Context: an optimization exercise on an open-source flow, tuned for small area and a short achievable clock period. The choices shown serve that exercise and are no tape-out recipe. In this exercise RTL edits were held to simulation tests only and were not proved equivalent to the original. Power figures rest on the tool's default switching activity, not on a simulated workload.

File: flow/run.sh
#!/bin/bash
# synth_recipe.tcl (not shown) runs the flow's synth.tcl, then flattens the netlist and writes it again
# the make line also repeats each setting of config.mk as NAME=value (left out here)
make -C /OpenROAD-flow-scripts/flow DESIGN_CONFIG=/design/flow/config.mk WORK_HOME=/design/flow/orfs CLKGATE_MAP_FILE= SYNTH_SCRIPT=/design/flow/synth_recipe.tcl finish
File: flow/config.mk
export PLATFORM = sky130hd
export DESIGN_NAME = wt_mul_top
export DESIGN_NICKNAME = wt_mul_top
export VERILOG_FILES = /design/flow/design.v
export SDC_FILE = /design/flow/constraint.sdc
export NUM_CORES = 4
export LEC_CHECK = 0
export CAP_MARGIN = 20
export CORE_MARGIN = 2
export CORE_UTILIZATION = 40
export SLEW_MARGIN = 20
File: flow/constraint.sdc
create_clock -name core_clock -period 3.0 [get_ports {clk}]
set_input_delay 0.6000 -clock core_clock [delete_from_list [all_inputs] [get_ports {clk}]]
set_output_delay 0.6000 -clock core_clock [all_outputs]
set_load 0.01 [all_outputs]
File: flow/design.v
`timescale 1ns/1ps
package mul_types_pkg;
  typedef logic [24-1:0] operand_t;
  typedef logic [48-1:0] product_t;
  typedef logic [24*48-1:0] pp_rows_t;
endpackage
`timescale 1ns/1ps
package csa_geom_pkg;
  function automatic integer rows_after(input integer n);
    rows_after = 2 * (n / 3) + n % 3;
  endfunction
  function automatic integer rows_after_layers(input integer n, input integer layers);
    integer rows;
    integer i;
    rows = n;
    for (i = 0; i < layers; i = i + 1) begin
      rows = 2 * (rows / 3) + rows % 3;
    end
    rows_after_layers = rows;
  endfunction
  function automatic integer layers_to_two(input integer n);
    integer rows;
    integer depth;
    integer i;
    rows  = n;
    depth = 0;
    for (i = 0; i < 32; i = i + 1) begin
      if (rows > 2) begin
        rows  = 2 * (rows / 3) + rows % 3;
        depth = depth + 1;
      end
    end
    layers_to_two = depth;
  endfunction
endpackage
`timescale 1ns/1ps
module pp_array (
  input  logic                      clk,
  input  logic                      rst_n,
  input  logic                      in_valid,
  input  mul_types_pkg::operand_t   a,
  input  mul_types_pkg::operand_t   b,
  output logic                      pp_valid,
  output mul_types_pkg::pp_rows_t   rows
);
  mul_types_pkg::pp_rows_t rows_d;
  for (genvar i = 0; i < 24; i++) begin : g_row
    assign rows_d[i*48 +: 48] = {{(48-24){1'b0}}, (b[i] ? a : {24{1'b0}})} << i;
  end
  always_ff @(posedge clk) begin
    if (!rst_n) begin
      pp_valid <= 1'b0;
    end else begin
      pp_valid <= in_valid;
    end
  end
  always_ff @(posedge clk) begin
    rows <= rows_d;
  end
endmodule
`timescale 1ns/1ps
module csa_layer #(
  parameter int ROWS_IN  = 3,
  parameter int ROWS_OUT = 2 * (ROWS_IN / 3) + ROWS_IN % 3
) (
  input  logic [ROWS_IN*48-1:0]  rows_in,     
  output logic [ROWS_OUT*48-1:0] rows_out
);
  localparam int W      = 48;
  localparam int GROUPS = ROWS_IN / 3;
  localparam int LEFT   = ROWS_IN % 3;
  for (genvar g = 0; g < GROUPS; g++) begin : g_grp
    logic [W-1:0] x;
    logic [W-1:0] y;
    logic [W-1:0] z;
    assign x = rows_in[(3*g)*W +: W];
    assign y = rows_in[(3*g+1)*W +: W];
    assign z = rows_in[(3*g+2)*W +: W];
    assign rows_out[(2*g)*W +: W]   = x ^ y ^ z;
    assign rows_out[(2*g+1)*W +: W] = ((x & y) | (x & z) | (y & z)) << 1;
  end
  for (genvar r = 0; r < LEFT; r++) begin : g_pass
    assign rows_out[(2*GROUPS+r)*W +: W] = rows_in[(3*GROUPS+r)*W +: W];
  end
endmodule
`timescale 1ns/1ps
module csa_tree (
  input  logic     clk,
  input  logic     rst_n,
  input  logic     pp_valid,
  input  mul_types_pkg::pp_rows_t rows,
  output logic     red_valid,
  output mul_types_pkg::product_t sum_row,
  output mul_types_pkg::product_t carry_row
);
  localparam int PP_ROWS  = 24;
  localparam int LAYERS   = csa_geom_pkg::layers_to_two(PP_ROWS);                    
  localparam int MID_ROWS = csa_geom_pkg::rows_after_layers(PP_ROWS, 4);
    localparam int W = 48;
  logic [(LAYERS+1)*PP_ROWS*W-1:0] lvl;
  logic [MID_ROWS*W-1:0]           mid_rows;
  logic                            mid_valid;
  for (genvar l = 0; l < LAYERS; l++) begin : g_layer
    localparam int N_IN  = csa_geom_pkg::rows_after_layers(PP_ROWS, l);
    localparam int N_OUT = csa_geom_pkg::rows_after_layers(PP_ROWS, l + 1);
    if (l == 4) begin : g_src_mid
      csa_layer #(
        .ROWS_IN (N_IN),
        .ROWS_OUT(N_OUT)
      ) u_layer (
        .rows_in (mid_rows),
        .rows_out(lvl[(l+1)*PP_ROWS*W +: N_OUT*W])
      );
    end else begin : g_src_prev
      csa_layer #(
        .ROWS_IN (N_IN),
        .ROWS_OUT(N_OUT)
      ) u_layer (
        .rows_in (lvl[l*PP_ROWS*W +: N_IN*W]),
        .rows_out(lvl[(l+1)*PP_ROWS*W +: N_OUT*W])
      );
    end
    if (N_OUT < PP_ROWS) begin : g_pad
      assign lvl[(l+1)*PP_ROWS*W+N_OUT*W +: (PP_ROWS-N_OUT)*W] = '0;
    end
  end
  assign lvl[0 +: PP_ROWS*W] = rows;
  always_ff @(posedge clk) begin
    if (!rst_n) begin
      mid_valid <= 1'b0;
      red_valid <= 1'b0;
    end else begin
      mid_valid <= pp_valid;
      red_valid <= mid_valid;
    end
  end
  always_ff @(posedge clk) begin
    mid_rows  <= lvl[4*PP_ROWS*W +: MID_ROWS*W];
    sum_row   <= lvl[LAYERS*PP_ROWS*W +: W];
    carry_row <= lvl[LAYERS*PP_ROWS*W+W +: W];
  end
endmodule
`timescale 1ns/1ps
module final_adder (
  input  logic                      clk,
  input  logic                      rst_n,
  input  logic                      red_valid,
  input  mul_types_pkg::product_t   sum_row,
  input  mul_types_pkg::product_t   carry_row,
  output logic                      out_valid,
  output mul_types_pkg::product_t   product
);
  localparam int LO_W = 24;
  localparam int HI_W = 48 - 24;
  logic [LO_W:0]   lo_add;       
  logic [HI_W:0]   hi_add;
  logic [LO_W-1:0] lo_q;
  logic            lo_cy_q;
  logic [HI_W-1:0] sum_hi_q;
  logic [HI_W-1:0] carry_hi_q;
  logic            s2_valid;     
  assign lo_add = {1'b0, sum_row[LO_W-1:0]} + {1'b0, carry_row[LO_W-1:0]};
  always_ff @(posedge clk) begin
    lo_q       <= lo_add[LO_W-1:0];
    lo_cy_q    <= lo_add[LO_W];
    sum_hi_q   <= sum_row[48-1:LO_W];
    carry_hi_q <= carry_row[48-1:LO_W];
  end
  assign hi_add = {1'b0, sum_hi_q} + {1'b0, carry_hi_q} + {{HI_W{1'b0}}, lo_cy_q};
  always_ff @(posedge clk) begin
    product <= {hi_add[HI_W-1:0], lo_q};
  end
  always_ff @(posedge clk) begin
    if (!rst_n) begin
      s2_valid  <= 1'b0;
      out_valid <= 1'b0;
    end else begin
      s2_valid  <= red_valid;
      out_valid <= s2_valid;
    end
  end
endmodule
`timescale 1ns/1ps
module wt_mul_top (
  input  logic                    clk,
  input  logic                    rst_n,
  input  logic                    in_valid,
  input  logic [24-1:0]   a,
  input  logic [24-1:0]   b,
  output logic                    out_valid,
  output logic [48-1:0]   product
);
  logic                    pp_valid;
  mul_types_pkg::pp_rows_t rows;
  logic                    red_valid;
  mul_types_pkg::product_t sum_row;
  mul_types_pkg::product_t carry_row;
  pp_array u_pp (
    .clk     (clk),
    .rst_n   (rst_n),
    .in_valid(in_valid),
    .a       (a),
    .b       (b),
    .pp_valid(pp_valid),
    .rows    (rows)
  );
  csa_tree u_tree (
    .clk      (clk),
    .rst_n    (rst_n),
    .pp_valid (pp_valid),
    .rows     (rows),
    .red_valid(red_valid),
    .sum_row  (sum_row),
    .carry_row(carry_row)
  );
  final_adder u_add (
    .clk      (clk),
    .rst_n    (rst_n),
    .red_valid(red_valid),
    .sum_row  (sum_row),
    .carry_row(carry_row),
    .out_valid(out_valid),
    .product  (product)
  );
endmodule
==> run summary <==
[sequential cells by signal (all words and copies together), names as in the netlist]
name and flops:
u_add.lo_cy_q 1, u_add.sum_hi_q 24, u_add.s2_valid 1, u_tree.mid_rows 180, u_tree.sum_row 48, u_tree.carry_row 40
u_add.product 48, u_add.lo_q 24, u_tree.mid_valid 1, u_tree.red_valid 1, u_pp.pp_valid 1, u_add.carry_hi_q 24
u_add.out_valid 1, u_pp.rows 576
[where the power goes]
group          switching, µW  leakage, µW  total, µW  internal, µW
clock network           5080      0.00170      12900          7830
registers                921      0.00809      16600         15600
logic                   6570       0.0108      12000          5390
[layout by cell type, fill, tap and decap left out, types with 7 or more instances in the layout]
| cell | n |
|---|---|
| clkbuf_8 | 19 |
| bufinv_16 | 15 |
| nor3_1 | 7 |
| nand3_1 | 7 |
| clkinv_2 | 15 |
| and2_1 | 582 |
| clkbuf_16 | 99 |
| nand2_1 | 18 |
| fa_1 | 491 |
| nor2_1 | 18 |
| buf_4 | 51 |
| xor2_1 | 10 |
| dfxtp_1 | 970 |
| a21oi_1 | 29 |
| ha_1 | 140 |
| inv_1 | 723 |
| o21ai_0 | 17 |
| o21bai_1 | 7 |
| a21o_1 | 15 |
| xnor2_1 | 20 |
| clkbuf_1 | 15 |
| clkdlybuf4s50_1 | 99 |
[cells in the mapped netlist, types with 15 or more instances]
master	number
inv_1	723
nand2_1	18
xnor2_1	20
ha_1	140
dfxtp_1	970
nor2_1	18
o21ai_0	17
clkbuf_1	97
and2_1	582
fa_1	491
a21o_1	15
a21oi_1	29
[through the flow]
stage               cells  setup WS, ns  utilization, %  power [µW]
CTS                  4715        0.0524            46.6       42200
global placement     4538         0.141            43.0       28800
global route         4715        0.0246            46.6       44500
finish               4718         0.203            46.6       41400
floorplan            3213         0.391               -       24500
detailed placement   4538        0.0871            43.0       29100
[cell families (layout without fill, tap and decap cells)]
family                     after synthesis  in the layout  share of synthesized area, %
buffers and inverters                  824           1050                          7.97
other                                    0              3                             0
and+or+nand+nor                        657            657                          10.3
AOI/OAI and AO/OA                       99             99                          1.79
muxes                                    2              2                        0.0544
xor gates and xnor gates                30             30                         0.672
adders and majority gates              631            631                          29.6
DFF                                    970            970                          49.7
[layout make-up]
type | instances | area, µm²
Inverter | 723 | 2710
Timing Repair Buffer | 150 | 1370
Clock buffer | 133 | 2800
Sequential cell | 970 | 19400
Multi-Input combinational cell | 1419 | 16600
Antenna cell | 3 | 7.51
Tap cell | 1276 | 1600
Fill cell | 8669 | 51700
Clock inverter | 44 | 669
[worst register-to-register path: cells and delay by family (launching register included)]
| kind | cells | cell delay [ns] |
|---|---|---|
| flip-flops | 1 | 0.31 |
| XOR/XNOR | 1 | 0.13 |
| AO/OA/AOI/OAI | 6 | 1.39 |
| adder cells (fa/ha/maj) | 2 | 0.91 |
[routing by layer]
metal / GRT usage, % / up-vias / share of wire [%]
met3: 2.66 / 126 / 3.9
li1: - / 9550 / -
met2: 25.1 / 292 / 45
met4: 5.10 / 0 / 2.3
met5: 0 / - / 0
met1: 22.4 / 9813 / 49
[how the worst max path moves through the flow]
| stage | from | to | slack [ns] | cells past startpoint |
|---|---|---|---|---|
| after global placement | u_add.carry_hi_q[0] | u_add.product[46] | 0.14 | 9 |
| final | u_add.carry_hi_q[0] | u_add.product[44] | 0.20 | 9 |
| after CTS | u_add.carry_hi_q[0] | u_add.product[44] | 0.05 | 9 |
| after detailed placement | u_add.carry_hi_q[0] | u_add.product[46] | 0.09 | 9 |
| after floorplan | u_pp.rows[605] | u_tree.mid_rows[29] | 0.39 | 8 |
| after global routing | u_add.carry_hi_q[0] | u_add.product[44] | 0.02 | 9 |
==> results.yml <==
timing:
  slew_headroom_pct: 45.6
  finalCritPeriodShare_pct: 93.2
  tightestPinTransition_ns: 0.814
  rsz0062_at_grt: "no"
  drv_slew: 0
  hold_viol_final: 0
  period_needed_ns: 2.80
  fin_setup_tns_ns: 0
  setup_viol: 0
  max_freq_ghz: 0.358
  fin_hold_ws_ns: 0.312
  skew_ns: 0.0262
clock_network:
  cts_sinks: 970
  numCtsBuffers: 97
  post_cts_buffers: 0
  path_clk_slew_ns: 0.06
  cts_tree: "done"
  cts.path.max_buffers: 3
  clk_latency_ns: 0.67
  htreeDepth: 3
  ctsHoldBuffers: 0
  cts_resized: 0
  cts-root-buf: "clkbuf_16"
synth:
  async_flop_share_pct: 0
  synthTopCellsByArea: "dfxtp_1 50%, fa_1 25%, and2_1 9.3%, inv_1 6.9%, ha_1 4.5%"
  ys_seq_area_share_pct: 49.7
  synth_edf_count: 0
  syn_area_per_cell_um2: 12.2
  netlist_area_um2: 39100
  syn_inst: 3213
  yosys_warnings: 3
  synth_ff_type: "dfxtp_1"
  synth_top_area_share_pct: 49.7
  ys_ff_latch: 970
  synth_top_area_cell: "dfxtp_1"
  syn_nets: 3895
  synth_cell_types: 58
worst_setup_path:
  path_cells: "fa_1 > fa_1 > a211oi_1 > o21ai_0 > a211oi_2 > o21a_2 > o2111ai_1 > a21oi_1 > xnor2_1"
  cpLargestDelayFamily: "compound AO/OA/AOI/OAI gates"
  timing_worst_setup_path_type: "reg2reg"
  path_common_cell: "fa_1"
  path_buf_inv: 0
  worst_path_max_delay_cell: "fa_1"
  cp.arrival_ns: 3.37
  cp_slowest_stage_delay_ns: 0.46
  worst_setup_path_end_kind: "register"
  r2r_start: "u_add.carry_hi_q[0]"
  required_ns: 3.57
  rr_worst_depth: 9
  critical_path.max_fanout: 4
  crit_path_start_kind: "register"
  reg2reg_slack_ns: 0.20
  timing.rr.end: "u_add.product[44]"
route:
  detail-route-antenna-nets: 0
  drt_iter0_drc: 800
  viasPerCell: 4.19
  drc: 0
  post_drt_wl_per_cell_um: 16.0
  routed_wl_um: 75700
  vias: 19800
  dr.pass1.iters: 5
hold_path:
  hold-path-cell-count: 0
  holdPathEnd: "u_add.product[5]"
  hold_path_class: "reg2reg"
  min_from: "u_add.lo_q[5]"
grt:
  grt_pass1_wl_um: 121000
  antenna_found_initial: 2
  grt_overflow: 0
  grt_max_degree: 25
  grt_usage_pct: 15.9
  grt_pass1_vias: 21400
placed_design:
  gp_congestion: 0.786
  io_buffers: 99
  dp_hpwl_um: 53300
  place_area_um2: 41700
floorplanning:
  initial_core_util_pct: 40.4
  die_x_um: 317
  num_rows: 114
  pin_count: 100
  die_y_um: 317
  coreArea_um2: 96900
  dieArea_um2: 100000
cells_and_area:
  area_growth_pct: 15.5
  finalNetCount: 4043
  fin_area_um2: 45200
  drive_gt1_share_pct: 6.63
pwr:
  irDropWorstVdd_mv: 0.541
  p_per_area_nw_per_um2: 918
  p_leak_uw: 0.0206
job:
  drv_cap: 0
run_status:
  status: "no timing/DRC/antenna violations"

-- re-timing with driven ports --
The results above use ideal ports. As a check the final layout listed here was re-extracted and re-timed, cells and wires unchanged.
Step 1 (the two cells are an assumption about what drives the block):
set clk [get_ports {clk}]
set_driving_cell -lib_cell sky130_fd_sc_hd__clkbuf_16 $clk
set_driving_cell -lib_cell sky130_fd_sc_hd__buf_2 [delete_from_list [all_inputs] $clk]
Step 2 also shifts input and output timing later by t, the mid clock arrival at the registers, as if the neighbouring blocks saw the same clock.
a / b / c = ideal / step 1 / step 2; a / b = the first two.
shift t [ns]: 0.715
setup WS [ns]: 0.203 / 0.203 / 0.203
worst slew at a driven data input, ns: 0.06
After both steps setup and hold are still met in this run. The setup slack of this run moves by 0.000 ns with the drivers and by 0.000 ns with both steps.
